Background: an optimization exercise with open tools, aiming at small area. Do not read the settings as production practice. RTL that was checked went through simulation tests only; none was proved equivalent to the original. Only the layout flow was run in run 4; the RTL was not checked for function there. Power is estimated from default activity; no workload was simulated.

## config.mk

```make
export PLATFORM = sky130hd
export DESIGN_NAME = img_inv_stream_ctrl
export DESIGN_NICKNAME = img_inv_stream_ctrl
export VERILOG_FILES = /design/flow/design.v
export SDC_FILE = /design/flow/constraint.sdc
export NUM_CORES = 4
export LEC_CHECK = 0
export CAP_MARGIN = 20
export CORE_MARGIN = 2
export CORE_UTILIZATION = 40
export CTS_BUF_LIST = sky130_fd_sc_hd__clkbuf_8
export CTS_CLUSTER_DIAMETER = 60
export CTS_CLUSTER_SIZE = 20
export SLEW_MARGIN = 20
```

## constraint.sdc

```tcl
create_clock -name core_clock -period 5.0 [get_ports {clock}]
set_input_delay 1.0000 -clock core_clock [delete_from_list [all_inputs] [get_ports {clock}]]
set_output_delay 1.0000 -clock core_clock [all_outputs]
set_load 0.01 [all_outputs]
```

## design.v

```verilog
package img_inv_pkg;
   localparam int FRAME_BYTES_DEF = 158;
   typedef logic [7:0] byte_t;
   typedef enum logic [2:0] {
      IDLE,
      RX_FILL,
      TX_LOAD,
      TX_SEND,
      TX_WAIT,
      DONE,
      CK_SEND,
      CK_WAIT
   } state_t;
endpackage
module img_frame_buf
#(
   parameter int LANES = 8,
   parameter int RINGS = 20,
   parameter int LW    = 3
) (
   input  logic          clock,
   input  logic          we,
   input  logic [LW-1:0] wcell,
   input  logic [7:0]    wdata,
   input  logic          shift,
   input  logic          hold,
   input  logic [LW-1:0] rcell,
   output logic [7:0]    rdata
);
   logic [7:0] ring [0:RINGS-1][0:LANES-1];
   always_ff @(posedge clock) begin
      for (int i = 0; i < LANES; i++) begin
         if (we && wcell == LW'(i)) ring[0][i] <= wdata;
         else                       ring[0][i] <= ring[0][(i+LANES-1)%LANES];
      end
      for (int j = 1; j < RINGS; j++) begin
         ring[j][0] <= ({8{shift}} & ring[j-1][LANES-1]) | ({8{hold}} & ring[j][LANES-1]);
         for (int i = 1; i < LANES; i++) ring[j][i] <= ring[j][i-1];
      end
   end
   always_comb begin
      rdata = '0;
      for (int i = 0; i < LANES; i++)
         rdata = rdata | (ring[RINGS-1][i] & {8{rcell == LW'(i)}});
   end
endmodule
import img_inv_pkg::*;
module img_inv_stream_ctrl
#(
   parameter int FRAME_BYTES = FRAME_BYTES_DEF,
   parameter int ADDR_W      = 8,
   parameter int CNT_W       = 12
) (
   input  logic             clock,
   input  logic             reset_rtl,
   input  logic [7:0]       i_rx_data,
   input  logic             i_rx_data_valid,
   input  logic             i_invert_en,
   output logic [7:0]       o_tx_data,
   output logic             o_tx_data_valid,
   input  logic             i_tx_done,
   output logic             o_busy,
   output logic             o_frame_done,
   output logic             o_overrun,
   output logic [CNT_W-1:0] o_frame_count,
   output logic [2:0]       o_dbg_state
);
   localparam int LANES = 8;
   localparam int LW    = 3;    
   localparam int RINGS = (FRAME_BYTES + LANES - 1) / LANES;
   localparam int FINAL = LANES * (RINGS - 1);
   localparam logic [ADDR_W-1:0] LAST = ADDR_W'(FRAME_BYTES - 1);
   img_inv_pkg::state_t state, state_next;
   logic [ADDR_W-1:0] cnt;
   logic              inv_q;
   logic [7:0]        rdata;
   logic [LW-1:0]     pos;
   logic [LANES-1:0]  pend;
   logic              hold;       
   logic              idle, we, rd, adv, mark, last;
   logic [CNT_W-1:0]  frames_q;   
   assign idle  = (state == IDLE);
   assign we    = (idle || state == RX_FILL) && i_rx_data_valid;
   assign rd    = (state == TX_SEND);
   assign last  = (cnt == LAST);
   assign adv   = we || (state == TX_WAIT && i_tx_done);
   assign mark  = (we && (idle || int'(cnt) < FINAL)) || rd;
   img_frame_buf #(.LANES(LANES), .RINGS(RINGS), .LW(LW)) u_buf (
      .clock (clock),
      .we    (we),
      .wcell (pos),
      .wdata (i_rx_data),
      .shift (pend[LANES-1]),
      .hold  (hold),
      .rcell (pos - LW'(1)),
      .rdata (rdata)
   );
   assign o_busy       = !idle;
   assign o_dbg_state  = state;
   assign o_frame_done = (state == DONE);
   assign o_frame_count = frames_q + CNT_W'(o_frame_done);
   always_comb begin
      state_next = state;
      case (state)
         IDLE:    if (i_rx_data_valid) state_next = RX_FILL;
         RX_FILL: if (i_rx_data_valid && last) state_next = TX_LOAD;
         TX_LOAD: state_next = TX_SEND;
         TX_SEND: state_next = TX_WAIT;
         TX_WAIT: if (i_tx_done) state_next = last ? DONE : TX_LOAD;
         default: state_next = IDLE;
      endcase
   end
   always_ff @(posedge clock) begin
      if (idle) begin
         cnt   <= ADDR_W'(1);
         inv_q <= i_invert_en;
      end else if (state == RX_FILL && i_rx_data_valid) begin
         cnt <= last ? '0 : cnt + ADDR_W'(1);
      end else if (state == TX_WAIT && i_tx_done) begin
         cnt <= cnt + ADDR_W'(1);
      end
   end
   always_ff @(posedge clock) begin
      if (reset_rtl) begin
         pos  <= '0;
         pend <= '0;
         hold <= 1'b1;
      end else begin
         hold <= !((mark && pos == LW'(LANES-1)) || pend[LANES-2]);
         if (state == RX_FILL && i_rx_data_valid && last) pos <= pos + LW'(FRAME_BYTES);
         else if (!adv)                                    pos <= pos + LW'(1);
         for (int i = 0; i < LANES; i++)
            pend[i] <= (mark && pos == LW'(i)) || (i > 0 && pend[(i+LANES-1)%LANES]);
      end
   end
   always_ff @(posedge clock) begin
      if (reset_rtl) begin
         state           <= IDLE;
         o_tx_data       <= '0;
         o_tx_data_valid <= 1'b0;
         o_overrun       <= 1'b0;
         frames_q        <= '0;
      end else begin
         state           <= state_next;
         o_tx_data_valid <= rd;
         if (rd) o_tx_data <= inv_q ? ~rdata : rdata;
         frames_q        <= o_frame_count;
         if (i_rx_data_valid && !idle && state != RX_FILL) o_overrun <= 1'b1;
      end
   end
endmodule
```

## flow/run.sh

```bash
#!/bin/bash
# Layout flow: the standard ORFS flow (standard.sh, standard synthesis
# unchanged) with two changes:
#  - ports are buffered with the smallest buffer (buf_1) instead of the
#    default choice;
#  - clock tree: clkbuf_8 sink buffers, clusters of at most 20 sinks, and no
#    dummy loads.
# ORFS writes each step's full log under orfs/logs/; make's own output goes
# to standard.log in the work folder.
set -euo pipefail
export BUFFER_PORTS_ARGS="-buffer_cell sky130_fd_sc_hd__buf_1"
export CTS_ARGS="-sink_clustering_enable -repair_clock_nets -dont_use_dummy_load -buf_list sky130_fd_sc_hd__clkbuf_8 -sink_clustering_size 20 -sink_clustering_max_diameter 60"
bash standard.sh > standard.log 2>&1
```

## standard.sh

```bash
#!/bin/bash
# synth_recipe.tcl (not shown) runs the flow's synth.tcl, then flattens the netlist and writes it again
# the make line also repeats each setting of config.mk as NAME=value (left out here)
make -C /OpenROAD-flow-scripts/flow DESIGN_CONFIG=/design/flow/config.mk WORK_HOME=/design/flow/orfs CLKGATE_MAP_FILE= SYNTH_SCRIPT=/design/flow/synth_recipe.tcl "${@:-finish}"
```

==> run notes, run 1 <==
pre-CTS setup slack=1.94 ns; post-cts gate resize count=0; Iter 0 DRT Violations=699; WHS Path Cells=0; PortBufs=39; worst r2r src=pos[1]; layout cells sized above 1=around 8%; Pre-antenna DRT Iters=5; HP Class=reg2reg; cts hold-fix bufs=0; critical path's most frequent cell=ha_1; met2 Use GR=between 10% and 20%; Synth Instances=approximately 1.8k; critical path fanouts, max=19; final worst path period share=75.2%; met1 Usage GRT=14.6%; WP depth=7; die area=between 0.07 and 0.08 mm2; final hold violations=0; DR vias/cell=4.34; worst setup margin=roughly 1.2 ns; status=complete, no violations; largest net degree at the start of global routing=approximately 150; Post-synth EDFFs=1; CP cell instances=and3b_1 -> ha_1 -> ha_1 -> nand4_1 -> nor3_1 -> xor2_1 -> buf_1; Worst setup EP type=output pin; GR peak layer=met2; post-DP HPWL=21500 um; GRT overflow=0; slowest stage delay, CP=between 0.6 and 0.7 ns; RSZ-0062 raised after global routing=false; die height=approximately 280 um; hold_sp=u_buf.ring[19][5]; Leak=0.0126 uW; Worst Path Required=4.00 ns; Routability Congestion=roughly 0.77; Max Cap Violations=0; CP startpoint kind=flop; hold endpoint=u_buf.ring[20][5]; Worst slew margin=33.8%; library cells used by synthesis=48; Clk pin slew, worst setup/hold paths=0.10 ns; syn_nets=1868; clock root buffer=clkbuf_8; Synth Register Bits=1326; skew final=0.0533 ns; IO Pins=40; Tot GR Track Use=10.4%; dominant synthesized flop cell=dfxtp_1; Fin Hold WS=0.296 ns; Crit Path Class=reg2out; via count=12.5k; antenna-violating nets left=0; Worst R2R End=u_buf.ring[5][3]; # setup viols final=0; vias in the first global route=roughly 13k; f_max=266 MHz; M3 GR Usage=under 10%; FF-to-FF path depth=4; WP data arrival=about 2.8 ns; mean post-synth cell area=16.6 um2; worst skew pair latency=between 0.6 and 0.7 ns; FFs w/ async S/R, synth=0%; Bufs and invs on worst path=1; Initial Util=around two fifths; Ys Warns=3; sequential area share after synthesis=87.1%; CTS Sinks=1326; Tmin final=between 3 and 4 ns; Avg WL per Cell=13.9 um; Area Overhead vs Synth=7.47%; setup_tns=0 ns; Crit path max-delay family=flip-flops; H-tree Lvls=3; Post-Route WL=40200 um; initial antenna violation count=1; worst-margin pin slew=0.993 ns; Post-Syn Area=0.0305 mm2; Die X=280 um; core area=0.0757 mm2; PwrDens=485 mW/mm2; Slew Viols, Final=0; CTS tree=yes; Nets=about 1.9k; slowest CP cell=dfxtp_1; IR drop worst, VDD=0.211 mV; post-CTS setup buffer count=0; Num CTS Buffers=78; drt drc=0; r2r setup slk=roughly 2.6 ns; Cell Rows=101; Clock Tree Buf Depth=3; first-pass GRT wire length=67300 um
registers in the layout (all words and copies together), names as in the netlist:
name / count
o_overrun: 1
state: 3
pend: 8
u_buf.ring: 1280
inv_q: 1
o_tx_data_valid: 1
hold: 1
pos: 3
frames_q: 12
o_tx_data: 8
cnt: 8
cell usage after synthesis, types with 5 or more instances:
master,number,area (um2)
nor2_1,12,45.0
and3_1,5,31.3
dfxtp_1,1325,26500
o21ai_0,13,65.1
ha_1,12,150
nor3_1,12,60.1
nand2_1,24,90.1
inv_1,9,33.8
xnor2_1,11,96.3
a32o_1,5,50.1
a22oi_1,19,143
a21oi_1,13,65.1
and2_1,11,68.8
mux2i_1,9,90.1
mux2_2,64,721
nand3_1,18,90.1
a222oi_1,6,60.1
a21boi_0,5,37.5
nand3b_1,5,37.5
clkbuf_1,49,184
a22o_1,155,1360
xor2_1,6,52.6
report_power, final:
part	total [uW]	leakage, uW	switching [uW]	internal (uW)
combinational	631	0.00136	308	323
clock	4210	0.000561	2790	1420
sequential	11100	0.0107	160	10900
total	15900	0.0126	3260	12700
through the flow:
stage	util, %	instance area, um2	power (uW)	std cells
5_1_grt	43.3	32800	16600	2887
4_1_cts	43.3	32800	16100	2886
2_1_floorplan	-	30500	11800	1843
3_3_place_gp	41.9	31700	11900	2808
3_5_place_dp	41.9	31700	12000	2808
6_report	43.3	32800	15900	2887
per-layer routing:
metal / vias to the layer above / share of wire (%)
met2: 118 / 43
met4: 0 / 2.4
met3: 78 / 3.2
li1: 6253 / -
met5: - / 0
met1: 6095 / 51
layout make-up:
cell class | count | area (um2)
Clock buffer | 78 | 1070
Antenna cell | 1 | 2.50
Sequential cell | 1326 | 26600
Tap cell | 978 | 1220
Multi-Input combinational cell | 453 | 3690
Inverter | 10 | 37.5
Fill cell | 6622 | 42900
Timing Repair Buffer | 41 | 186
cell usage in the layout (no fill, tap or decap), types with 3 or more instances in the layout:
cell type	instances
inv_1	9
nand2b_1	4
a32o_1	5
xor2_1	6
nor3_1	12
nand3b_1	5
nand3_1	18
and3_1	5
o31ai_1	3
nor4_1	3
a211oi_1	3
nor2_1	12
nor3b_1	4
a21oi_1	13
nand2_1	24
and2_1	11
nand4_1	3
ha_1	12
nor2b_1	3
a22o_1	155
a21boi_0	5
a222oi_1	6
mux2i_1	9
xnor2_1	11
a32oi_1	4
dfxtp_1	1323
buf_1	39
a22oi_1	19
o21ai_0	13
or3_1	4
clkbuf_8	78
mux2_2	64
cell families after synthesis:
group | share of synthesized area [%]
flip-flops | 87.1
AO/OA/AOI/OAI | 6.31
AND/OR/NAND/NOR | 2.07
multiplexers | 2.66
buffers and inverters | 0.829
XOR/XNOR | 0.578
adder cells (fa/ha/maj) | 0.492
worst max path at each step:
stage	startpoint	slack, ns	to
floorplan	state[2]	1.94	o_frame_count[10]
global placement	state[2]	1.96	o_frame_count[10]
detailed placement	state[2]	1.94	o_frame_count[8]
CTS	state[2]	1.19	o_frame_count[8]
global route	state[2]	0.93	o_frame_count[8]
finish	state[2]	1.24	o_frame_count[8]
==> run 2, diff against run 1 <==
--- a/flow/run.sh
+++ b/flow/run.sh
@@ -9,5 +9,5 @@
 # to standard.log in the work folder.
 set -euo pipefail
 export BUFFER_PORTS_ARGS="-buffer_cell sky130_fd_sc_hd__buf_1"
-export CTS_ARGS="-sink_clustering_enable -repair_clock_nets -dont_use_dummy_load -buf_list sky130_fd_sc_hd__clkbuf_8 -sink_clustering_size 20 -sink_clustering_max_diameter 60"
+export CTS_ARGS="-sink_clustering_enable -repair_clock_nets -dont_use_dummy_load -buf_list {sky130_fd_sc_hd__clkbuf_4 sky130_fd_sc_hd__clkbuf_8} -sink_clustering_size 20 -sink_clustering_max_diameter 60"
 bash standard.sh > standard.log 2>&1
==> run 2 against run 1 <==
Total power stayed put. Sequential cell count stayed put. Combinational power barely moved. Critical endpoint unchanged. Highest routed layer unchanged.
==> run notes, run 2 <==
post-CTS setup buffer count=0; Post-synth EDFFs=1; Synth Register Bits=1326; critical path's most frequent cell=ha_1; vias in the first global route=13.0k; Max Cap Violations=0; met2 Use GR=roughly 16%; area occupied by multi-input gates=0.00369 mm2; Tot GR Track Use=roughly a tenth; Crit Path Class=reg2out; worst-margin pin slew=0.993 ns; antenna-violating nets left=0; via count=between 10k and 15k; GR peak layer=met2; HP Class=reg2reg; final std cells w/o fill=2887; post-cts gate resize count=0; Crit path max-delay family=flip-flops; final worst path period share=75.2%; Pre-antenna DRT Iters=5; Largest regs=u_buf.ring x1280, frames_q x12; final hold violations=0; met1 Usage GRT=between 10% and 20%; # setup viols final=0; WP data arrival=around 2.8 ns; most frequent cells in the layout=dfxtp_1, a22o_1, clkbuf_8, mux2_2, buf_1; Comb pwr share=4.0%; worst skew pair latency=0.65 ns; Leak=0.0126 uW; status=complete, no violations; sequential area share after synthesis=roughly 87%; Post-Route WL=between 40000 and 50000 um; Iter 0 DRT Violations=between 600 and 700; PwrDens=roughly 490 mW/mm2; Slew Viols, Final=0; library cells used by synthesis=48; Tmin final=3.76 ns; Area Overhead vs Synth=7.47%; CTS Sinks=roughly 1.3k; Bufs and invs on worst path=1; syn_nets=~1.9k; Worst Path Required=4.00 ns; Internal Pwr Total=12700 uW; Psw=3260 uW; slowest CP cell=dfxtp_1; clock share of power=26.5%; cts hold-fix bufs=0; Nets=1935; Synth top area share=87.0%; Worst slew margin=33.8%; H-tree Lvls=3; DR vias/cell=4.34; post-DP HPWL=about 21000 um; setup_tns=0 ns; Synth top cells by count=dfxtp_1, a22o_1, mux2_2; CP cell instances=and3b_1 -> ha_1 -> ha_1 -> nand4_1 -> nor3_1 -> xor2_1 -> buf_1; sequential share of power=69.6%; Clk pin slew, worst setup/hold paths=0.10 ns; Fin Hold WS=0.296 ns; f_max=266 MHz; most common cell after layout, fill and taps aside=dfxtp_1; Cell Rows=slightly above 100; Post-Syn Area=0.0305 mm2; Sw Share=20.5%; placed insts=2808; IR drop worst, VDD=about 0.21 mV; Clock Tree Buf Depth=3; most frequent cell after synthesis=dfxtp_1; Synth Instances=approximately 1.8k; max reg flops=about 1.3k; mean post-synth cell area=16.6 um2; dominant synthesized flop cell=dfxtp_1; first-pass GRT wire length=67300 um; die height=280 um; core area=0.0757 mm2; Die X=280 um; drt drc=0; CTS tree=yes; PortBufs=39; critical path fanouts, max=19; skew final=0.0533 ns; layout cells sized above 1=roughly 7.9%; top cells by area, synth=dfxtp_1, a22o_1, mux2_2; Ys Warns=3; IO Pins=40; M3 GR Usage=2.54%; Avg WL per Cell=13.9 um; filler instances=6622; Worst setup EP type=output pin; slowest stage delay, CP=~0.67 ns; initial antenna violation count=1; Num CTS Buffers=78; clock root buffer=clkbuf_8; FFs w/ async S/R, synth=0%; Routability Congestion=0.772; Yosys top cell by area=dfxtp_1; FF/Latch Area=about 0.027 mm2; CP startpoint kind=flop; die area=0.0785 mm2; Largest Register=u_buf.ring; RSZ-0062 raised after global routing=false; GRT overflow=0; largest net degree at the start of global routing=153; Initial Util=40.3%
[run 2: per-layer routing]
metal | vias up | wire length, um
li1 | 6253 | -
met4 | 0 | 961
met5 | - | 0
met2 | 118 | 17200
met1 | 6095 | 20700
met3 | 78 | 1280
[run 2: worst reg2reg max path: stages (launching register included)]
cell and delay [ns]:
dfxtp_1 0.38, inv_1 0.15, ha_1 0.81, nand3_1 0.56, mux2_2 0.43
[run 2: area by class of cell]
type / instances / area share (%)
Inverter: 10 / 0.115
Multi-Input combinational cell: 453 / 11.3
Tap cell: 978 / 3.73
Timing Repair Buffer: 41 / 0.569
Clock buffer: 78 / 3.27
Antenna cell: 1 / 0.00763
Sequential cell: 1326 / 81.0
[run 2: final timing paths]
check                    start                 to  slack, ns  depth (start not counted)
min          u_buf.ring[19][5]  u_buf.ring[20][5]       0.30                          0
min reg2reg  u_buf.ring[19][5]  u_buf.ring[20][5]       0.30                          0
max reg2reg             pos[1]   u_buf.ring[5][3]       2.56                          4
max                   state[2]   o_frame_count[8]       1.24                          7
[run 2: power by group through the flow]
stage	Combinational [uW]	Clock [uW]	Sequential (uW)
after floorplan	522	0	11200
after global placement	614	0	11300
after detailed placement	640	0	11300
after CTS	643	4410	11100
after global routing	703	4790	11100
final	631	4210	11100
[run 2: cells by family (layout without fill, tap and decap cells)]
family,after synthesis,in the layout,synth area share (%)
adders and majority gates,12,12,0.492
buffers and inverters,64,129,0.829
xor gates and xnor gates,18,18,0.578
muxes,73,73,2.66
other,0,1,0
AOI/OAI and AO/OA,234,234,6.31
DFF,1326,1326,87.1
and+or+nand+nor,116,116,2.07
[run 2: through the flow]
step | setup WS [ns] | power (uW) | cell area, um2 | util (%)
after floorplan | 1.94 | 11800 | 30500 | -
after global placement | 1.96 | 11900 | 31700 | 41.9
after detailed placement | 1.94 | 12000 | 31700 | 41.9
after CTS | 1.19 | 16100 | 32800 | 43.3
after global routing | 0.931 | 16600 | 32800 | 43.3
final | 1.24 | 15900 | 32800 | 43.3
==> run 3, diff against run 2 <==
--- a/flow/run.sh
+++ b/flow/run.sh
@@ -9,5 +9,5 @@
 # to standard.log in the work folder.
 set -euo pipefail
 export BUFFER_PORTS_ARGS="-buffer_cell sky130_fd_sc_hd__buf_1"
-export CTS_ARGS="-sink_clustering_enable -repair_clock_nets -dont_use_dummy_load -buf_list {sky130_fd_sc_hd__clkbuf_4 sky130_fd_sc_hd__clkbuf_8} -sink_clustering_size 20 -sink_clustering_max_diameter 60"
+export CTS_ARGS="-sink_clustering_enable -repair_clock_nets -dont_use_dummy_load -buf_list sky130_fd_sc_hd__clkbuf_8 -sink_clustering_size 20 -sink_clustering_max_diameter 80"
 bash standard.sh > standard.log 2>&1
==> run 3 against run 2 <==
Clock skew up 0.023 ns. Register-to-register slack about the same. Core utilization about the same. Final cell count about the same. Sequential share of layout area about the same. Critical path type unchanged. Critical endpoint unchanged. Combinational power about the same. Clock-buffer cell count down 1. Synthesized cell count unchanged. Worst hold slack worse by 0.0090 ns.
==> run notes, run 3 <==
critical path fanouts, max=19; Routability Congestion=around 0.77; Cell Rows=101; simple-gate share of the synthesized area=between 2 and 2.5%; Worst R2R End=u_buf.ring[5][3]; clock share of power=26.4%; total power=15900 uW; # setup viols final=0; Pre-antenna DRT Iters=5; Clk pin slew, worst setup/hold paths=0.12 ns; Leak=0.0126 uW; Tmin final=3.81 ns; die area=0.0785 mm2; Comb pwr share=4.0%; mean post-synth cell area=around 17 um2; FF-to-FF path depth=4; post-CTS setup buffer count=0; proportion of synthesized area in mux cells=2.66%; Synth top cells by count=dfxtp_1, a22o_1, mux2_2; die height=280 um; library cells used by synthesis=48; post-synthesis xor/xnor area fraction=less than 1%; Synth top area share=87.0%; vias in the first global route=roughly 13k; hold_sp=u_buf.ring[60][1]; post-synthesis compound-gate area fraction=6.31%; Crit Path Class=reg2out; Iter 0 DRT Violations=699; Tot GR Track Use=10.4%; max reg flops=1280; Ys Warns=3; first-pass GRT wire length=67300 um; largest net degree at the start of global routing=153; IR drop worst, VDD=about 0.22 mV; Worst setup EP type=output pin; status=complete, no violations; r2r setup slk=2.55 ns; Num CTS Buffers=77; antenna-violating nets left=0; Area Overhead vs Synth=7.42%; Synth Register Bits=approximately 1.3k; Internal Pwr Total=12600 uW; Largest regs=u_buf.ring x1280, frames_q x12; cts hold-fix bufs=0; via count=12.5k; Yosys top cell by area=dfxtp_1; skew final=between 0.07 and 0.08 ns; Sw Share=20.6%; post-synthesis adder-cell area fraction=0.492%; largest family of logic cells by synthesized area=compound AO/OA/AOI/OAI gates; drt drc=0; RSZ-0062 raised after global routing=false; Avg WL per Cell=13.9 um; post-cts gate resize count=0; Largest Register=u_buf.ring; Worst slew margin=35.8%; PwrDens=485 mW/mm2; worst skew pair latency=0.67 ns; clock root buffer=clkbuf_8; Post-Syn Area=0.0305 mm2; FFs w/ async S/R, synth=0%; Post-Route WL=about 40000 um; syn_nets=1868; PortBufs=39; IO Pins=40; final hold violations=0; Psw=3270 uW; top cells by area, synth=dfxtp_1, a22o_1, mux2_2; CP startpoint kind=flop; WHS Path Cells=0; Initial Util=40.3%; final worst path period share=76.1%; post-DP HPWL=approximately 21000 um; dominant synthesized flop cell=dfxtp_1; most frequent cells in the layout=dfxtp_1, a22o_1, clkbuf_8, mux2_2, buf_1; core area=0.0757 mm2; Nets=1934; layout cells sized above 1=between 7 and 8%; CTS tree=yes; setup_tns=0 ns; Worst Path Required=4.00 ns; H-tree Lvls=3; Max Cap Violations=0; Clock Tree Buf Depth=3; Die X=280 um; most common cell after layout, fill and taps aside=dfxtp_1; worst r2r src=pos[1]; Synth Instances=approximately 1.8k; hold endpoint=u_buf.ring[61][1]; sequential area share after synthesis=87.1%; CTS Sinks=1326; GRT overflow=0; f_max=263 MHz; most frequent cell after synthesis=dfxtp_1; Slew Viols, Final=0; DR vias/cell=4.34; worst-margin pin slew=between 0.9 and 1 ns; Post-synth EDFFs=1; WP data arrival=around 2.8 ns; sequential share of power=69.6%; initial antenna violation count=1; HP Class=reg2reg
run 3: cell counts after synthesis:
Identical to the previous run, type by type.
run 3: logic make-up (layout without fill, tap and decap cells):
family                   count (synthesis)  in the layout
adder cells (fa/ha/maj)                 12             12
other                                    0              1
buffers and inverters                   64            128
multiplexers                            73             73
XOR/XNOR                                18             18
AND/OR/NAND/NOR                        116            116
flip-flops                            1326           1326
AO/OA/AOI/OAI                          234            234
run 3: worst max-delay path by stage:
stage             start                end  slack [ns]  cells past startpoint
6_report       state[2]   o_frame_count[8]        1.19                      7
5_1_grt        state[2]   o_frame_count[8]        0.88                      7
4_1_cts        state[2]   o_frame_count[8]        1.14                      7
3_5_place_dp   state[2]   o_frame_count[8]        1.94                      7
3_3_place_gp   state[2]  o_frame_count[10]        1.96                      7
2_1_floorplan  state[2]  o_frame_count[10]        1.94                      8
run 3: worst max-delay path, stage by stage (launching register included):
cell and delay, ns:
dfxtp_1 0.68, and3b_1 0.26, ha_1 0.20, ha_1 0.21, nand4_1 0.14, nor3_1 0.25
xor2_1 0.22, buf_1 0.17
run 3: power by group through the flow:
| stage | Clock (uW) | Sequential, uW | Combinational, uW |
|---|---|---|---|
| 3_5_place_dp | 0 | 11300 | 640 |
| 2_1_floorplan | 0 | 11200 | 522 |
| 4_1_cts | 4400 | 11100 | 643 |
| 5_1_grt | 4780 | 11100 | 703 |
| 6_report | 4200 | 11100 | 631 |
| 3_3_place_gp | 0 | 11300 | 614 |
run 3: per-layer routing:
layer  vias to the layer above  GRT usage (%)  share of wire, %  wire, um
met5                         -              0                 0         0
met4                         0           3.37               2.3       945
met3                        73           2.58               3.6      1440
met2                       141           15.7                43     17200
met1                      6048           14.7                51     20600
li1                       6258              -                 -         -
run 3: final cells by class:
class	instances	area, um2
diodes	1	2.50
clock buffers	77	1060
well taps	978	1220
inverters	10	37.5
fillers	6635	42900
repair buffers	41	186
flip-flops and latches	1326	26600
multi-input cells	453	3690
run 3: per-stage QoR:
stage / std cells / util (%) / worst slack (ns) / cell area (um2) / hold slack (ns)
finish: 2886 / 43.3 / 1.19 / 32800 / 0.287
global route: 2886 / 43.3 / 0.882 / 32800 / 0.280
detailed placement: 2808 / 41.9 / 1.94 / 31700 / 0.312
CTS: 2885 / 43.3 / 1.14 / 32800 / 0.286
floorplan: 1843 / - / 1.94 / 30500 / 0.310
global placement: 2808 / 41.9 / 1.96 / 31700 / 0.311
==> run 4, diff against run 3 <==
--- a/design.v
+++ b/design.v
@@ -31,10 +31,11 @@
    always_ff @(posedge clock) begin
       for (int i = 0; i < LANES; i++) begin
          if (we && wcell == LW'(i)) ring[0][i] <= wdata;
-         else                       ring[0][i] <= ring[0][(i+LANES-1)%LANES];
+         else if (i == 0)           ring[0][i] <= ~ring[0][LANES-1];
+         else                       ring[0][i] <= ring[0][i-1];
       end
       for (int j = 1; j < RINGS; j++) begin
-         ring[j][0] <= ({8{shift}} & ring[j-1][LANES-1]) | ({8{hold}} & ring[j][LANES-1]);
+         ring[j][0] <= ~(({8{hold}} | ring[j-1][LANES-1]) & ({8{shift}} | ring[j][LANES-1]));
          for (int i = 1; i < LANES; i++) ring[j][i] <= ring[j][i-1];
       end
    end
@@ -79,17 +80,21 @@
    logic              hold;       
    logic              idle, we, rd, adv, mark, last;
    logic [CNT_W-1:0]  frames_q;   
+   logic [3:0]        tcnt;
+   logic              pinv, rinv;
    assign idle  = (state == IDLE);
    assign we    = (idle || state == RX_FILL) && i_rx_data_valid;
    assign rd    = (state == TX_SEND);
    assign last  = (cnt == LAST);
    assign adv   = we || (state == TX_WAIT && i_tx_done);
    assign mark  = (we && (idle || int'(cnt) < FINAL)) || rd;
+   assign pinv  = tcnt[3] ^ (tcnt[2:0] < pos);
+   assign rinv  = pinv ^ (pos == '0);
    img_frame_buf #(.LANES(LANES), .RINGS(RINGS), .LW(LW)) u_buf (
       .clock (clock),
       .we    (we),
       .wcell (pos),
-      .wdata (i_rx_data),
+      .wdata (i_rx_data ^ {8{pinv}}),
       .shift (pend[LANES-1]),
       .hold  (hold),
       .rcell (pos - LW'(1)),
@@ -125,7 +130,9 @@
          pos  <= '0;
          pend <= '0;
          hold <= 1'b1;
+         tcnt <= '0;
       end else begin
+         tcnt <= tcnt + 4'd1;
          hold <= !((mark && pos == LW'(LANES-1)) || pend[LANES-2]);
          if (state == RX_FILL && i_rx_data_valid && last) pos <= pos + LW'(FRAME_BYTES);
          else if (!adv)                                    pos <= pos + LW'(1);
@@ -143,7 +150,7 @@
       end else begin
          state           <= state_next;
          o_tx_data_valid <= rd;
-         if (rd) o_tx_data <= inv_q ? ~rdata : rdata;
+         if (rd) o_tx_data <= (inv_q ^ rinv) ? ~rdata : rdata;
          frames_q        <= o_frame_count;
          if (i_rx_data_valid && !idle && state != RX_FILL) o_overrun <= 1'b1;
       end
--- a/flow/run.sh
+++ b/flow/run.sh
@@ -9,5 +9,5 @@
 # to standard.log in the work folder.
 set -euo pipefail
 export BUFFER_PORTS_ARGS="-buffer_cell sky130_fd_sc_hd__buf_1"
-export CTS_ARGS="-sink_clustering_enable -repair_clock_nets -dont_use_dummy_load -buf_list sky130_fd_sc_hd__clkbuf_8 -sink_clustering_size 20 -sink_clustering_max_diameter 80"
+export CTS_ARGS="-sink_clustering_enable -repair_clock_nets -dont_use_dummy_load -buf_list sky130_fd_sc_hd__clkbuf_8 -sink_clustering_size 20 -sink_clustering_max_diameter 60"
 bash standard.sh > standard.log 2>&1
==> run 4 against run 3 <==
Still clean on timing, DRC and antenna. Maximum frequency is 2.9% lower. Via count up 1.4%. Die area is 0.81% lower. Design area decreased by 0.75%. Clock power about the same. First-iteration DRC count shrank 15%. Sequential share of layout area increased by 0.86 points. Area after synthesis shrank 0.82%. Critical path type unchanged. Largest power group unchanged. Highest routed layer unchanged.
==> run notes, run 4 <==
CTS tree=yes; via count=12.7k; Die X=~280 um; most frequent cells in the layout=dfxtp_1, o22ai_1, clkbuf_8, nand2_1, o21ai_0; post-DP HPWL=between 20000 and 25000 um; final worst path period share=78.4%; largest family of logic cells by synthesized area=compound AO/OA/AOI/OAI gates; Largest Register=u_buf.ring; WHS Path Cells=0; Routability Congestion=0.768; mean post-synth cell area=~16 um2; setup_tns=0 ns; Synth Instances=1913; pre-CTS setup slack=1.76 ns; Worst Path Required=roughly 4.0 ns; critical path fanouts, max=13; Nets=~2.0k; Iter 0 DRT Violations=between 500 and 600; Sw Share=20.6%; RSZ-0062 raised after global routing=false; Crit Path Class=reg2out; clock root buffer=clkbuf_8; PortBufs=39; vias in the first global route=13.1k; initial antenna violation count=2; IR drop worst, VDD=0.263 mV; Clock Tree Buf Depth=3; layout cells sized above 1=5.27%; Pre-antenna DRT Iters=5; # setup viols final=0; post-CTS setup buffer count=0; Largest regs=u_buf.ring x1280, frames_q x12; syn_nets=1941; FFs w/ async S/R, synth=0%; worst r2r src=pos[2]; die area=0.0778 mm2; CTS Sinks=1330; Post-Syn Area=0.0303 mm2; status=complete, no violations; die height=279 um; post-cts gate resize count=0; Worst setup EP type=output pin; worst-margin pin slew=0.833 ns; post-synthesis xor/xnor area fraction=1.34%; proportion of synthesized area in mux cells=0.687%; skew final=0.0690 ns; final std cells w/o fill=~2.9k; HP Class=reg2reg; top cells by area, synth=dfxtp_1, o22ai_1, o21ai_0; largest net degree at the start of global routing=153; FF-to-FF path depth=7; Tot GR Track Use=10.6%; Synth top area share=between 80% and 90%; Synth top cells by count=dfxtp_1, o22ai_1, nand2_1; sequential share of power=between 70% and 80%; worst skew pair latency=0.68 ns; Synth Register Bits=1330; Ys Warns=3; H-tree Lvls=3; r2r setup slk=2.17 ns; Avg WL per Cell=13.7 um; Worst slew margin=44.5%; sequential area share after synthesis=88.0%; IO Pins=40; first-pass GRT wire length=67700 um; post-synthesis adder-cell area fraction=0.620%; worst setup margin=1.08 ns; most common cell after layout, fill and taps aside=dfxtp_1; f_max=about 260 MHz; GRT overflow=0; Post-Route WL=40400 um; CP startpoint kind=flop; dominant synthesized flop cell=dfxtp_1; Initial Util=between 40% and 50%; PwrDens=a little under 500 mW/mm2; Max Cap Violations=0; simple-gate share of the synthesized area=2.42%; Slew Viols, Final=0; Clk pin slew, worst setup/hold paths=0.11 ns; cts hold-fix bufs=0; hold_sp=u_buf.ring[133][7]; post-synthesis compound-gate area fraction=5.94%; Post-synth EDFFs=1; antenna-violating nets left=0; Internal Pwr Total=12700 uW; Post-DP Area=0.0314 mm2; Final Cell Area=0.0325 mm2; Yosys top cell by area=dfxtp_1; Worst R2R End=u_buf.ring[5][3]; DR vias/cell=4.31; WP data arrival=2.92 ns; placed insts=2864; clock share of power=26.4%; max reg flops=1280; most frequent cell after synthesis=dfxtp_1; Comb pwr share=3.4%; total power=16000 uW; core area=0.0747 mm2; library cells used by synthesis=52; Area Overhead vs Synth=7.50%; hold endpoint=u_buf.ring[134][7]; Psw=roughly 3300 uW; drt drc=0; final hold violations=0; Leak=around 0.013 uW; Cell Rows=100; Num CTS Buffers=78; Tmin final=3.92 ns
## run 4: cell families (layout without fill, tap and decap cells)
family	count (synthesis)	count (layout)
other	0	4
AO/OA/AOI/OAI	281	281
flip-flops	1330	1330
buffers and inverters	73	133
XOR/XNOR	39	39
multiplexers	20	20
adder cells (fa/ha/maj)	15	15
AND/OR/NAND/NOR	155	155
## run 4: layout make-up
class	count	area, um2
tap	969	1210
multi-input combinational	510	3340
antenna	4	10.0
fill	6509	42200
timing repair buffer	42	194
sequential	1330	26600
inverter	13	48.8
clock buffer	78	1070
## run 4: worst max path at each step
stage / startpoint / endpoint / depth (start not counted)
CTS: state[0] / o_frame_count[8] / 9
detailed placement: state[0] / o_frame_count[8] / 9
floorplan: state[0] / o_frame_count[11] / 8
finish: state[0] / o_frame_count[6] / 9
global route: state[0] / o_frame_count[10] / 9
global placement: state[0] / o_frame_count[10] / 9
## run 4: critical path: stages (launching register included)
cell and delay, ns:
dfxtp_1 0.56, inv_1 0.14, nor3b_1 0.30, ha_1 0.24, ha_1 0.20, nand3_1 0.13
nor2_1 0.22, nand2_1 0.11, xnor2_1 0.20, buf_1 0.18
## run 4: per-stage QoR
step	hold slack, ns	utilization, %
floorplan	0.310	-
global placement	0.310	42.1
detailed placement	0.312	42.1
CTS	0.281	43.5
global route	0.284	43.5
finish	0.274	43.5
## run 4: power by group through the flow
stage,sequential (uW),clock (uW),combinational [uW]
2_1_floorplan,11400,0,431
4_1_cts,11200,4420,557
3_5_place_dp,11500,0,554
6_report,11200,4230,544
5_1_grt,11300,4780,635
3_3_place_gp,11500,0,530
## run 4: routing by layer
layer  GRT usage, %  routed length [um]  vias to the layer above
met5              0                   0                        -
met4           3.78                1010                        0
met3           2.64                1350                       80
met2           15.8               17100                      126
met1           15.0               20900                     6083
li1               -                   -                     6404
==> run 5, diff against run 4 <==
--- a/design.v
+++ b/design.v
@@ -80,7 +80,7 @@
    logic              hold;       
    logic              idle, we, rd, adv, mark, last;
    logic [CNT_W-1:0]  frames_q;   
-   logic [3:0]        tcnt;
+   logic [3:0]        tcnt, pdiff, rdiff;
    logic              pinv, rinv;
    assign idle  = (state == IDLE);
    assign we    = (idle || state == RX_FILL) && i_rx_data_valid;
@@ -88,8 +88,10 @@
    assign last  = (cnt == LAST);
    assign adv   = we || (state == TX_WAIT && i_tx_done);
    assign mark  = (we && (idle || int'(cnt) < FINAL)) || rd;
-   assign pinv  = tcnt[3] ^ (tcnt[2:0] < pos);
-   assign rinv  = pinv ^ (pos == '0);
+   assign pdiff = tcnt + 4'd1 - {1'b0, pos};
+   assign pinv  = pdiff[3];
+   assign rdiff = tcnt - {1'b0, LW'(pos - LW'(1))};
+   assign rinv  = rdiff[3];
    img_frame_buf #(.LANES(LANES), .RINGS(RINGS), .LW(LW)) u_buf (
       .clock (clock),
       .we    (we),
==> run 5 against run 4 <==
Register-to-register slack worse by 0.27 ns. Core utilization hardly changed. Sequential power is 6% higher. Still clean. Via count is 1.5% higher. Sequential cell count stayed put. Total power is 8.6% higher. Die area is 0.13% lower. Area after synthesis is 0.14% lower. Maximum frequency is 1.8% higher. Combinational power is 120% higher. Routed wire length is 1.7% higher. Design area is 0.18% lower.
==> run notes, run 5 <==
Routability Congestion=0.770; Bufs and invs on worst path=2; PwrDens=536 mW/mm2; Cell Rows=100; post-CTS setup buffer count=0; drt drc=0; Crit path max-delay family=simple AND/OR/NAND/NOR gates; hold endpoint=u_buf.ring[135][0]; placed insts=2876; most frequent cells in the layout=dfxtp_1, o22ai_1, nand2_1, clkbuf_8, o21ai_0; max reg flops=1280; final hold violations=0; Synth top area share=88.1%; IO Pins=40; first-pass GRT wire length=~69000 um; Slew Viols, Final=0; most frequent cell after synthesis=dfxtp_1; core area=0.0746 mm2; critical path fanouts, max=14; WP data arrival=2.85 ns; Tot GR Track Use=approximately 11%; RSZ-0062 raised after global routing=false; Pre-antenna DRT Iters=7; Max Cap Violations=0; worst-margin pin slew=0.971 ns; largest net degree at the start of global routing=73; Num CTS Buffers=a little under 80; CP cell instances=inv_1 -> nor3b_1 -> ha_1 -> nand3_1 -> nor3_1 -> and3_1 -> xor2_1 -> buf_1; initial antenna violation count=1; crit path launch=state[0]; f_max=260 MHz; Initial Util=about two fifths; worst r2r src=pos[2]; Nets=2017; final worst path period share=77.0%; DR vias/cell=4.36; top cells by area, synth=dfxtp_1, o22ai_1, o21ai_0; Tmin final=3.85 ns; Largest Register=u_buf.ring; Yosys top cell by area=dfxtp_1; CP startpoint kind=flop; Synth top cells by count=dfxtp_1, o22ai_1, nand2_1; via count=12.9k; slowest CP cell=dfxtp_1; post-cts gate resize count=0; CTS tree=yes; Synth Instances=1923; Worst setup EP type=output pin; Post-synth EDFFs=1; CTS Sinks=1330; cts hold-fix bufs=0; FF-to-FF path depth=7; WP depth=8; syn_nets=about 2.0k; GRT overflow=0; die height=approximately 280 um; Worst slew margin=35.2%; FFs w/ async S/R, synth=0%; Die X=279 um; worst skew pair latency=0.65 ns; clock root buffer=clkbuf_8; Avg WL per Cell=13.9 um; Final Util=43.5%; mean post-synth cell area=15.7 um2; Worst Path Required=4.00 ns; Synth Register Bits=1330; H-tree Lvls=3; most common cell after layout, fill and taps aside=dfxtp_1; post-DP HPWL=roughly 22000 um; PortBufs=39; Clock Tree Buf Depth=3; status=complete, no violations; Clk pin slew, worst setup/hold paths=0.11 ns; Largest regs=u_buf.ring x1280, frames_q x12; Iter 0 DRT Violations=736; Fin Hold WS=0.263 ns; antenna-violating nets left=0; Post-Route WL=41100 um; layout cells sized above 1=4.79%; Crit Path Class=reg2out; sequential area share after synthesis=88.2%; hold_sp=u_buf.ring[134][0]; slowest stage delay, CP=0.57 ns; setup_tns=0 ns; final std cells w/o fill=2955; HP Class=reg2reg; die area=0.0777 mm2; Worst R2R End=u_buf.ring[2][6]; skew final=0.0613 ns; Area Overhead vs Synth=7.45%; IR drop worst, VDD=0.260 mV; WHS Path Cells=0; Leak=approximately 0.013 uW; dominant synthesized flop cell=dfxtp_1; vias in the first global route=13.4k; Ys Warns=3; r2r setup slk=around 1.9 ns; Post-Syn Area=0.0302 mm2; library cells used by synthesis=51; # setup viols final=0
run 5: worst register-to-register path: stages, from the launching register on:
cell     delay (ns)
dfxtp_1        0.65
inv_1          0.22
ha_1           0.36
a21o_1         0.18
a31oi_1        0.24
xor2_2         0.63
xor2_1         0.46
o21ai_0        0.21
run 5: report_power, final:
group / switching (uW) / internal [uW] / leakage [uW]
Combinational: 745 / 451 / 0.00129
Sequential: 372 / 11600 / 0.0110
Clock: 2840 / 1420 / 0.000561
Total: 3950 / 13400 / 0.0128
run 5: layout make-up:
cell class                      instances  area [um2]
Antenna cell                            1        2.50
Sequential cell                      1330       26600
Fill cell                            6551       42100
Clock buffer                           78        1070
Multi-Input combinational cell        520        3300
Tap cell                              969        1210
Inverter                               14        52.6
Timing Repair Buffer                   43         176
run 5: worst max-delay path by stage:
stage / to / slack, ns
global route: o_frame_count[11] / 0.88
detailed placement: o_frame_count[11] / 1.84
global placement: o_frame_count[11] / 1.86
CTS: o_frame_count[11] / 1.13
finish: o_frame_count[11] / 1.15
floorplan: o_frame_count[11] / 1.83
run 5: per-stage QoR:
step	total power [uW]	area, um2	setup slack (ns)
2_1_floorplan	12900	30200	1.83
5_1_grt	18300	32500	0.881
6_report	17400	32500	1.15
4_1_cts	17600	32500	1.13
3_5_place_dp	13400	31400	1.84
3_3_place_gp	13300	31400	1.86
run 5: kinds of logic (layout without fill, tap and decap cells):
kind of cell / count (synthesis) / in the layout / share of synthesized area [%]
AND/OR/NAND/NOR: 159 / 159 / 2.53
adder cells (fa/ha/maj): 17 / 17 / 0.704
AO/OA/AOI/OAI: 293 / 293 / 6.06
other: 0 / 1 / 0
multiplexers: 15 / 15 / 0.505
buffers and inverters: 73 / 135 / 0.911
flip-flops: 1330 / 1330 / 88.2
XOR/XNOR: 36 / 36 / 1.13
run 5: metal layers:
layer | vias up | wire, um | global-route usage, %
li1 | 6453 | - | -
met1 | 6230 | 21100 | 15.1
met2 | 127 | 17700 | 16.2
met3 | 77 | 1210 | 2.43
met4 | 0 | 1040 | 4.01
met5 | - | 0 | 0
==> run 6, diff against run 5 <==
==> run.sh (new file) <==
#!/bin/bash
# synth_recipe.tcl (not shown) runs the flow's synth.tcl, then flattens the netlist and writes it again
# the make line also repeats each setting of config.mk as NAME=value (left out here)
make -C /OpenROAD-flow-scripts/flow DESIGN_CONFIG=/design/flow/config.mk WORK_HOME=/design/flow/orfs CLKGATE_MAP_FILE= SYNTH_SCRIPT=/design/flow/synth_recipe.tcl finish
--- a/config.mk
+++ b/config.mk
@@ -10,5 +10,5 @@
 export CORE_UTILIZATION = 40
 export CTS_BUF_LIST = sky130_fd_sc_hd__clkbuf_8
 export CTS_CLUSTER_DIAMETER = 60
-export CTS_CLUSTER_SIZE = 20
+export CTS_CLUSTER_SIZE = 18
 export SLEW_MARGIN = 20
removed: flow/run.sh
removed: standard.sh
==> run 6 against run 5 <==
Critical path depth unchanged. Still clean on timing, DRC and antenna. Clock-buffer cell count up 13. Via count is 0.34% higher. Largest power group unchanged. Routed wire length is 2.2% lower. Maximum frequency decreased by 11%. Worst hold slack better by 0.053 ns. Clock skew down 0.031 ns. Non-clock buffer count unchanged. Global-route usage decreased by 0.20 points. Design area is 1.8% higher. Die area is the same.
==> run notes, run 6 <==
GRT overflow=0; placed insts=2875; cts hold-fix bufs=0; # setup viols final=0; post-cts gate resize count=0; Yosys top cell by area=dfxtp_1; top cells by area, synth=dfxtp_1, o22ai_1, o21ai_0; CTS tree=yes; HP Class=reg2reg; Worst Path Required=4.00 ns; Worst slew margin=34.5%; CP startpoint kind=flop; Post-Route WL=around 40000 um; sequential area share after synthesis=88.2%; proportion of synthesized area in mux cells=less than 1%; final worst path period share=about 87%; max reg flops=1280; antenna-violating nets left=0; Initial Util=40.5%; critical path fanouts, max=14; layout cells sized above 1=5.82%; post-synthesis xor/xnor area fraction=1.13%; Worst setup EP type=output pin; most frequent cell after synthesis=dfxtp_1; via count=12.9k; largest net degree at the start of global routing=just over 80; most frequent cells in the layout=dfxtp_1, o22ai_1, clkbuf_8, nand2_1, o21ai_0; final std cells w/o fill=roughly 3.0k; Tot GR Track Use=10.6%; mean post-synth cell area=15.7 um2; setup_tns=0 ns; post-CTS setup buffer count=0; Pre-antenna DRT Iters=4; IO Pins=40; IR drop worst, VDD=about 0.24 mV; FFs w/ async S/R, synth=0%; Synth Instances=1923; Nets=2025; PwrDens=540 mW/mm2; post-synthesis compound-gate area fraction=slightly above 6%; Tmin final=about 4.3 ns; Slew Viols, Final=0; syn_nets=1953; die area=roughly 0.078 mm2; Final Util=44.3%; Die X=around 280 um; most common cell after layout, fill and taps aside=dfxtp_1; Ys Warns=3; core area=roughly 0.075 mm2; Synth top cells by count=dfxtp_1, o22ai_1, nand2_1; status=complete, no violations; PortBufs=39; WP data arrival=around 3.3 ns; simple-gate share of the synthesized area=between 2 and 3%; Largest regs=u_buf.ring x1280, frames_q x12; Avg WL per Cell=13.5 um; crit path launch=state[0]; Routability Congestion=0.775; first-pass GRT wire length=68000 um; die height=279 um; Cell Rows=100; Post-Syn Area=0.0302 mm2; FF-to-FF path depth=10; Fin Hold WS=between 0.3 and 0.4 ns; vias in the first global route=13.5k; DR vias/cell=around 4.3; Largest Register=u_buf.ring; final hold violations=0; RSZ-0062 raised after global routing=false; library cells used by synthesis=51; H-tree Lvls=3; Iter 0 DRT Violations=657; Worst R2R End=o_tx_data[2]; skew final=approximately 0.030 ns; drt drc=0; Synth top area share=88.1%; post-DP HPWL=21800 um; post-synthesis adder-cell area fraction=0.704%; r2r setup slk=1.87 ns; Area Overhead vs Synth=9.35%; Post-synth EDFFs=1; f_max=230 MHz; worst r2r src=pos[0]; CTS Sinks=1330; clock root buffer=clkbuf_8; Clock Tree Buf Depth=3; initial antenna violation count=2; Clk pin slew, worst setup/hold paths=0.10 ns; Num CTS Buffers=86; largest family of logic cells by synthesized area=compound AO/OA/AOI/OAI gates; worst skew pair latency=approximately 0.69 ns; CP endpoint=o_frame_count[11]; Synth Register Bits=1330; Max Cap Violations=0; dominant synthesized flop cell=dfxtp_1; Leak=0.0131 uW; worst-margin pin slew=0.982 ns; Crit Path Class=reg2out
[run 6: cell counts after synthesis]
No cell type changed its count.
[run 6: where the power goes]
| group | switching [uW] | internal (uW) | total (uW) |
|---|---|---|---|
| combinational | 740 | 493 | 1230 |
| sequential | 360 | 11600 | 11900 |
| clock | 2950 | 1730 | 4680 |
| total | 4050 | 13800 | 17800 |
[run 6: per-stage QoR]
stage          instance area (um2)  setup slack (ns)  power (uW)
2_1_floorplan                30200              1.83       12900
3_3_place_gp                 31600              1.45       13300
3_5_place_dp                 31600              1.39       13400
4_1_cts                      33000             0.598       18100
5_1_grt                      33000             0.274       18700
6_report                     33000             0.656       17800
[run 6: kinds of logic (layout without fill, tap and decap cells)]
kind of cell | Yosys count | after routing
AND/OR/NAND/NOR | 159 | 159
other | 0 | 2
adder cells (fa/ha/maj) | 17 | 17
XOR/XNOR | 36 | 36
buffers and inverters | 73 | 160
AO/OA/AOI/OAI | 293 | 293
flip-flops | 1330 | 1330
multiplexers | 15 | 15
[run 6: area by class of cell]
class                           instances  area, um2
Timing Repair Buffer                   43        445
Clock buffer                           91       1250
Fill cell                            6564      41500
Sequential cell                      1330      26600
Multi-Input combinational cell        520       3300
Inverter                               14       52.6
Clock inverter                         12        124
Antenna cell                            2       5.00
Tap cell                              969       1210
[run 6: per-layer routing]
layer	vias up	GRT usage (%)	routed length [um]
met4	0	3.89	1040
met1	6215	14.7	20500
li1	6487	-	-
met2	144	16.0	17300
met3	85	2.59	1360
met5	-	0	0
[run 6: critical path, cell delays in order, from the launching register on]
cell and delay, ns:
dfxtp_1 0.60, inv_1 0.14, nor3b_1 0.33, ha_1 0.28
nand3_1 0.10, nor3_1 0.25, and3_1 0.22, xor2_1 0.18
clkdlybuf4s50_1 0.56
[run 6: worst min path at each step]
stage | cells past startpoint | from | slack [ns] | endpoint
CTS | 0 | u_buf.ring[41][5] | 0.31 | u_buf.ring[42][5]
floorplan | 0 | u_buf.ring[99][0] | 0.31 | u_buf.ring[100][0]
finish | 0 | u_buf.ring[56][5] | 0.32 | u_buf.ring[57][5]
detailed placement | 0 | u_buf.ring[128][4] | 0.31 | u_buf.ring[129][4]
global placement | 0 | u_buf.ring[75][0] | 0.31 | u_buf.ring[76][0]
global route | 0 | u_buf.ring[41][5] | 0.33 | u_buf.ring[42][5]

-- separate check: timing with driven ports --
The results above use ideal ports. As a check the final layouts listed here were re-extracted and re-timed, cells and wires unchanged.
Step 1 (the two cells are an assumption about what drives the block):
set clk [get_ports {clock}]
set_driving_cell -lib_cell sky130_fd_sc_hd__clkbuf_16 $clk
set_driving_cell -lib_cell sky130_fd_sc_hd__buf_2 [delete_from_list [all_inputs] $clk]
Step 2 moves the port delays by t, midway between the first and last clock arrival at a register: inputs arrive t later, outputs are due t later. That takes back most of the time a late clock gives input paths.
a / b / c = ideal ports / drivers / drivers and shift; a / b = the first two.
run	shift t [ns]	setup slack, ns	worst setup path at the end
run 1	0.692	1.239 / 1.184 / 1.876	register to output
run 2	0.692	1.239 / 1.184 / 1.876	register to output
run 3	0.688	1.193 / 1.136 / 1.824	register to output
run 4	0.707	1.081 / 1.026 / 1.733	register to output
run 5	0.700	1.152 / 1.092 / 1.792	register to output
run 6	0.734	0.656 / 0.596 / 1.330	register to output
After both steps setup and hold are still met in every run listed.
